Background: an optimization exercise with open tools, aiming at small area, a short achievable clock period and few clock cycles per item. Do not read the settings as production practice.
Only the layout flow was run in this run; the RTL was not checked for function there.

### design.v
`default_nettype none
package wl_pkg;
  localparam logic [1:0] FMT_GRAY  = 2'd0;
  localparam logic [1:0] FMT_RGB16 = 2'd1;
  localparam logic [1:0] FMT_RGB8  = 2'd2;
  localparam logic [1:0] FMT_RGBA8 = 2'd3;
  localparam logic [1:0] REG_FORMAT = 2'd0;
  localparam logic [1:0] REG_LOW    = 2'd1;
  localparam logic [1:0] REG_HIGH   = 2'd2;
  localparam int RW = 32;
endpackage
`default_nettype wire
`default_nettype none
module wl_div_stage (
  input  wire logic clk,
  input  wire logic en,
  input  wire logic [wl_pkg::RW:0] den,
  input  wire logic [wl_pkg::RW:0] r_in,
  input  wire logic [7:0] xq_in,
  output logic [wl_pkg::RW:0] r_out,
  output logic [7:0] xq_out
);
  localparam int RW = wl_pkg::RW;
  logic sub;
  logic [RW+1:0] t, s;
  always_comb begin
    sub = !r_in[RW] ^ den[RW];
    t = {r_in, xq_in[7]};
    s = t + ({den[RW], den} ^ {(RW+2){sub}}) + (RW+2)'(sub);
  end
  always_ff @(posedge clk) begin
    if (en) begin
      r_out <= s[RW:0];
      xq_out <= {xq_in[6:0], !r_in[RW]};
    end
  end
endmodule
`default_nettype wire
`default_nettype none
module window_level_to_rgb8 (
  input  wire logic clk,
  input  wire logic rst,
  input  wire logic cfg_we,
  input  wire logic [1:0] cfg_index,
  input  wire logic [31:0] cfg_data,
  input  wire logic pix_in_valid,
  output logic pix_in_ready,
  input  wire logic [32+16*3+8-1:0] pix_in_data,
  output logic pix_out_valid,
  input  wire logic pix_out_ready,
  output logic [31:0] pix_out_data
);
  localparam int RW = wl_pkg::RW;
  localparam int NST = 7;
  logic [1:0] fmt;
  logic signed [31:0] lo, hi;
  always_ff @(posedge clk) begin
    if (rst) begin
      fmt <= wl_pkg::FMT_GRAY;
      lo <= '0;
      hi <= 32'sd255;
    end else if (cfg_we) begin
      case (cfg_index)
        wl_pkg::REG_FORMAT: fmt <= cfg_data[1:0];
        wl_pkg::REG_LOW:    lo <= cfg_data;
        wl_pkg::REG_HIGH:   hi <= cfg_data;
        default: ;
      endcase
    end
  end
  logic is_gray, is_rgb16, is_rgb8;
  assign is_gray  = fmt == wl_pkg::FMT_GRAY;
  assign is_rgb16 = fmt == wl_pkg::FMT_RGB16;
  assign is_rgb8  = fmt[1];
  logic signed [RW:0] dd;
  logic dneg, dzero;
  always_ff @(posedge clk) begin
    dd <= is_rgb8 ? '0 : 33'(hi) - 33'(lo);
  end
  assign dneg = dd[RW];
  assign dzero = dd == '0;
  logic adv;
  assign adv = !pix_out_valid || pix_out_ready;
  logic ivld;
  logic [1:0] iph;
  logic [47:0] ib;
  logic ilast;
  assign ilast = !is_rgb16 || iph == 2'd2;
  assign pix_in_ready = adv && (!ivld || ilast);
  logic [31:0] gs;
  logic [15:0] ri, gi, bi;
  logic [7:0] ai;
  assign {gs, ri, gi, bi, ai} = pix_in_data;
  always_ff @(posedge clk) begin
    if (rst) begin
      ivld <= 1'b0;
    end else if (pix_in_ready) begin
      ivld <= pix_in_valid;
    end
  end
  always_ff @(posedge clk) begin
    if (pix_in_ready) begin
      iph <= '0;
      if (is_gray) ib <= {16'd0, gs};
      else if (is_rgb16) ib <= {ri, gi, bi};
      else ib <= {16'd0, ri[7:0], gi[7:0], bi[7:0], fmt[0] ? ai : 8'd0};
    end else if (adv) begin
      iph <= iph + 2'd1;
      ib <= {ib[31:0], 16'd0};
    end
  end
  logic signed [32:0] v, lo33, hi33;
  logic [RW:0] opa, opb;
  logic sa;
  assign v = is_gray ? 33'(signed'(ib[31:0])) : {17'd0, ib[47:32]};
  assign lo33 = 33'(lo);
  assign hi33 = 33'(hi);
  always_comb begin
    if (is_rgb8) begin
      opa = {1'b0, ib[31:0]};
      opb = '0;
    end else begin
      opa = dneg ? lo33 : v;
      opb = dneg ? v : lo33;
    end
    sa = dneg ? (v <= hi33) : (v >= hi33);
  end
  logic [RW:0] ea;
  logic vla, sta;
  always_ff @(posedge clk) begin
    if (adv) begin
      ea <= opa - opb;
      sta <= sa;
    end
  end
  logic [NST:0][RW:0] r;
  logic [NST:0][7:0] xq;
  logic [NST:0] vl, zr, st;
  always_ff @(posedge clk) begin
    if (adv) begin
      if (is_rgb8) begin
        r[0] <= {9'd0, ea[31:8]};
        xq[0] <= ea[7:0];
      end else begin
        r[0] <= {1'b0, ea[31:0] - {8'd0, ea[31:8]} - RW'(ea[7:0] != 8'd0)};
        xq[0] <= -ea[7:0];
      end
      zr[0] <= ea[RW] || ea == '0;
      st[0] <= sta;
    end
  end
  for (genvar k = 0; k < NST; k++) begin : g_div
    wl_div_stage u_div (
      .clk(clk), .en(adv), .den(dd),
      .r_in(r[k]), .xq_in(xq[k]),
      .r_out(r[k+1]), .xq_out(xq[k+1])
    );
    always_ff @(posedge clk) begin
      if (adv) begin
        zr[k+1] <= zr[k];
        st[k+1] <= st[k];
      end
    end
  end
  always_ff @(posedge clk) begin
    if (rst) begin
      vla <= 1'b0;
      vl <= '0;
    end else if (adv) begin
      vla <= ivld;
      vl <= {vl[NST-1:0], vla};
    end
  end
  logic sl;
  logic [RW+1:0] tl, fl;
  logic [7:0] y;
  always_comb begin
    sl = !r[NST][RW] ^ dneg;
    tl = {r[NST], xq[NST][7]};
    fl = tl + ({dd[RW], dd} ^ {(RW+2){sl}}) + (RW+2)'(sl);
    if (dzero) y = 8'd128;
    else if (zr[NST]) y = 8'd0;
    else if (st[NST]) y = 8'd255;
    else y = {xq[NST][5:0], !r[NST][RW], !fl[RW+1]};
  end
  logic [1:0] och;
  logic olast;
  assign olast = !is_rgb16 || och == 2'd2;
  always_ff @(posedge clk) begin
    if (rst) och <= '0;
    else if (adv && vl[NST]) och <= olast ? 2'd0 : och + 2'd1;
  end
  always_ff @(posedge clk) begin
    if (adv) begin
      if (is_gray) pix_out_data <= {y, y, y, 8'd0};
      else if (is_rgb16) pix_out_data <= {pix_out_data[23:8], y, 8'd0};
      else pix_out_data <= {r[NST][30:0], xq[NST][7]};
    end
  end
  always_ff @(posedge clk) begin
    if (rst) pix_out_valid <= 1'b0;
    else if (adv) pix_out_valid <= vl[NST] && olast;
  end
endmodule
`default_nettype wire
### run.sh
#!/bin/bash
# synth_recipe.tcl (not shown) runs the flow's synth.tcl, then flattens the netlist and writes it again
# the make line also repeats each setting of config.mk as NAME=value (left out here)
make -C /OpenROAD-flow-scripts/flow DESIGN_CONFIG=/design/flow/config.mk WORK_HOME=/design/flow/orfs CLKGATE_MAP_FILE= SYNTH_SCRIPT=/design/flow/synth_recipe.tcl finish
### config.mk
export PLATFORM = sky130hd
export DESIGN_NAME = window_level_to_rgb8
export DESIGN_NICKNAME = window_level_to_rgb8
export VERILOG_FILES = /design/flow/design.v
export SDC_FILE = /design/flow/constraint.sdc
export NUM_CORES = 4
export LEC_CHECK = 0
export ABC_CLOCK_PERIOD_IN_PS = 2500
export CAP_MARGIN = 20
export CORE_MARGIN = 2
export CORE_UTILIZATION = 40
export PLACE_DENSITY = 0.6
export SETUP_SLACK_MARGIN = 2.5
export SLEW_MARGIN = 20
### constraint.sdc
create_clock -name core_clock -period 5.0 [get_ports {clk}]
set_input_delay 1.0000 -clock core_clock [delete_from_list [all_inputs] [get_ports {clk}]]
set_output_delay 1.0000 -clock core_clock [all_outputs]
set_load 0.01 [all_outputs]
==> reports/results.ini <==
[final_layout]
multi_input_area_mm2=0.0279
antenna_cells=0
regArea_mm2=0.0158
fin_nets=5419
post-route-util=0.564
final_cells=6236
syn2layout_area_growth_pct=40.3
drive_above_1_share=0.304
fillers=8169

[synth]
synth_top_area_share=0.336
synth.area.top_cells=edfxtp_1 34%, ha_1 12%, xnor2_1 9.9%
syn-instance-count=4189
yosys.area.top_type=edfxtp_1
avgSynthCellArea_um2=9.59
ys_async_sr_fraction=0
synth_edf_count=450
synth_seq_cells=564
synth_cell_types=76
synth_nets=4722
synth.yosys.seq_area_share=0.393
synthesis.area_mm2=0.0402
yosysWarningCount=2
ys.flop_type=edfxtp_1

[setup_path]
critPathArrivalTime_ns=4.83
slowest_delay_ns=0.41
crit_path_end_kind=register
cp_data_required_time_ns=5.46
critical_path_buf_inv_count=27
crit_fanout=3
path_class=register to register
crit_path_start_kind=register
worst_path_most_repeated_cell=buf_4
slowest_stage=edfxtp_1
cp_top_family=buffers and inverters

[global_routing]
grt_pass1_wl_um=179000
grt_use_total=0.219
grt_pass1_vias=33800
grt_max_degree=92
grt_overflow=0
antenna_found_initial=1

[floorplanning]
rows=116
die-area_mm2=0.103
die_x_um=321
die_height_um=321
start_util=0.402
ioPinCount=161
core_area_mm2=0.0999

[clock_network]
clockBufferDepth=3
cts-root-buf=clkbuf_16
clkTransAtPathRegs_ns=0.06
tritoncts=yes
clkLatencyLatePin_ns=0.63
clkSinkCount=564
cts_inserted_buffers=68
hold_buffers=0
cts_htree_levels=3

[sta]
final-setup-viol-count=0
fmax_mhz=229
slew_headroom=0.366
rsz0062_at_grt=yes
whs_ns=0.404
setup_ws_ns=0.635
hold_viol=0
slew_violations=0
final.min_clock_period_ns=4.36
fin_crit_sh=0.873
skew_ns=0.0273
finalSetupTns_ns=0
tightest_slew_ns=0.949

[placement]
port_buffers=160
dp_hpwl_um=77400
dpl.cell_count=5536
dp_slack_ns=0.393
gp_congestion=0.887

[routing]
vias=33700
drcViolationCount=0
post_drt_wl_per_cell_um=19.4
wl_um=121000
first_iter_violations=2014
ant_nets=0
dr.pass1.iters=7
routed_via_density=5.40

[run_status]
outcome=no timing/DRC/antenna violations

[hold_path]
hp-class=register to register

[run]
drv_cap=0

layout make-up:
type	count	share of cell area
Inverter	236	0.0163
Timing Repair Buffer	785	0.141
Clock inverter	35	0.00440
Clock buffer	87	0.0326
Sequential cell	564	0.281
Multi-Input combinational cell	3228	0.495
Timing Repair inverter	3	0.000799
Tap cell	1298	0.0288
cell usage after synthesis (26+ instances only):
| library cell | n |
|---|---|
| nor2b_1 | 49 |
| a21oi_1 | 361 |
| nand3_1 | 67 |
| a21o_1 | 198 |
| and3_1 | 48 |
| o21ai_0 | 201 |
| xnor2_1 | 456 |
| nand2_1 | 368 |
| mux2i_1 | 53 |
| nor2_1 | 300 |
| edfxtp_1 | 450 |
| a31oi_1 | 45 |
| o21a_1 | 39 |
| ha_1 | 395 |
| a211o_1 | 31 |
| nand4_1 | 42 |
| nand2b_1 | 65 |
| clkbuf_1 | 119 |
| inv_1 | 234 |
| nor3_1 | 58 |
| buf_1 | 40 |
| a211oi_1 | 26 |
| dfxtp_1 | 114 |
| and2_1 | 35 |
| o21bai_1 | 33 |
| xor2_1 | 93 |
routing by layer:
| metal | vias to the layer above | wire length [um] | track usage |
|---|---|---|---|
| met1 | 16200 | 48700 | 0.247 |
| met3 | 248 | 3850 | 0.0243 |
| li1 | 16500 | - | - |
| met5 | - | 0 | 0 |
| met2 | 810 | 62500 | 0.416 |
| met4 | 0 | 5690 | 0.0918 |
registers in the layout, summed over array words and instances, names as in the netlist, 32 cells and up:
signal / flops
dd: 33
ea: 33
g_div.u_div.r_out: 231
g_div.u_div.xq_out: 49
hi: 32
ib: 48
lo: 32
pix_out_data: 32
r: 32
cells in the final DEF, fill, tap and decap left out, types with 19 or more instances in the layout:
master,synthesis,routed
xnor2_1,456,388
a21oi_1,361,213
o21bai_1,33,26
and3_1,48,40
nor3_1,58,36
nand2_2,0,21
clkbuf_16,0,72
nand3_1,67,58
o21ai_2,0,62
buf_12,0,30
nor2_4,0,19
nand2_1,368,340
nor2_2,0,27
a21oi_4,0,27
o21ai_1,1,43
nand2b_1,65,53
buf_4,0,355
and2_1,35,29
xnor2_2,0,51
ha_1,395,307
nor2b_1,49,27
buf_6,0,208
mux2i_1,53,52
a221o_1,24,22
nor2_1,300,254
ha_2,0,37
a21o_1,198,198
a21oi_2,0,121
o21a_1,39,37
ha_4,0,51
xor2_1,93,82
o21ai_0,201,86
dfxtp_1,114,92
dlygate4sd2_1,0,31
inv_1,234,215
nand4_1,42,42
clkdlybuf4s50_1,0,127
a211o_1,31,30
a31oi_4,0,22
edfxtp_1,450,450
kinds of logic after synthesis:
kind of cell             count (synthesis)  synth area share
buffers and inverters                  397            0.0372
XOR/XNOR                               549             0.120
AO/OA/AOI/OAI                         1096             0.175
multiplexers                            74            0.0191
flip-flops                             564             0.393
adder cells (fa/ha/maj)                406             0.129
AND/OR/NAND/NOR                       1103             0.128
metrics by stage:
| stage | cell area [um2] |
|---|---|
| CTS | 53100 |
| finish | 56400 |
| global route | 56400 |
| global placement | 44000 |
| floorplan | 41200 |
| detailed placement | 44000 |
repair_timing:
| item | CTS | global route |
|---|---|---|
| pin swaps | 410 | 342 |
| setup endpoints to repair | 609 | 455 |
| resized for setup | 810 | 417 |
| cloned | 18 | 2 |
| buffers inserted | 399 | 159 |
final timing paths:
check / slack (ns) / endpoint / from / cells past startpoint
min reg2reg: 0.40 / g_div[2].u_div.xq_out[1]$_DFFE_PN_ / g_div[1].u_div.xq_out[0]$_DFFE_PN_ / 0
max reg2reg: 0.64 / zr[0]$_DFFE_PN_ / ea[1]$_DFFE_PN_ / 31
min: 0.40 / g_div[2].u_div.xq_out[1]$_DFFE_PN_ / g_div[1].u_div.xq_out[0]$_DFFE_PN_ / 0
max: 0.64 / zr[0]$_DFFE_PN_ / ea[1]$_DFFE_PN_ / 31

-- afterwards: timing with drivers on the ports --
Ports are ideal in the flow. The routed layout listed here was re-timed in OpenROAD. Step 1: set_driving_cell puts a clkbuf_16 on clk and a buf_2 on each other input, an assumption about the parent block. Step 2 times the ports against the registers' clock, not the clock port: input delays grow and output delays shrink by t, the midpoint of the rising clock arrivals with the driver on. Three values: ideal, step 1, step 2; two values: the first two.
t, ns: 0.677
slack for setup (ns): 0.635 / 0.635 / 0.635
worst slew at a driven data input, ns: 0.07
After both steps this run still meets setup and hold. The setup slack of this run moves by 0.000 ns with the drivers and by 0.000 ns with both steps.
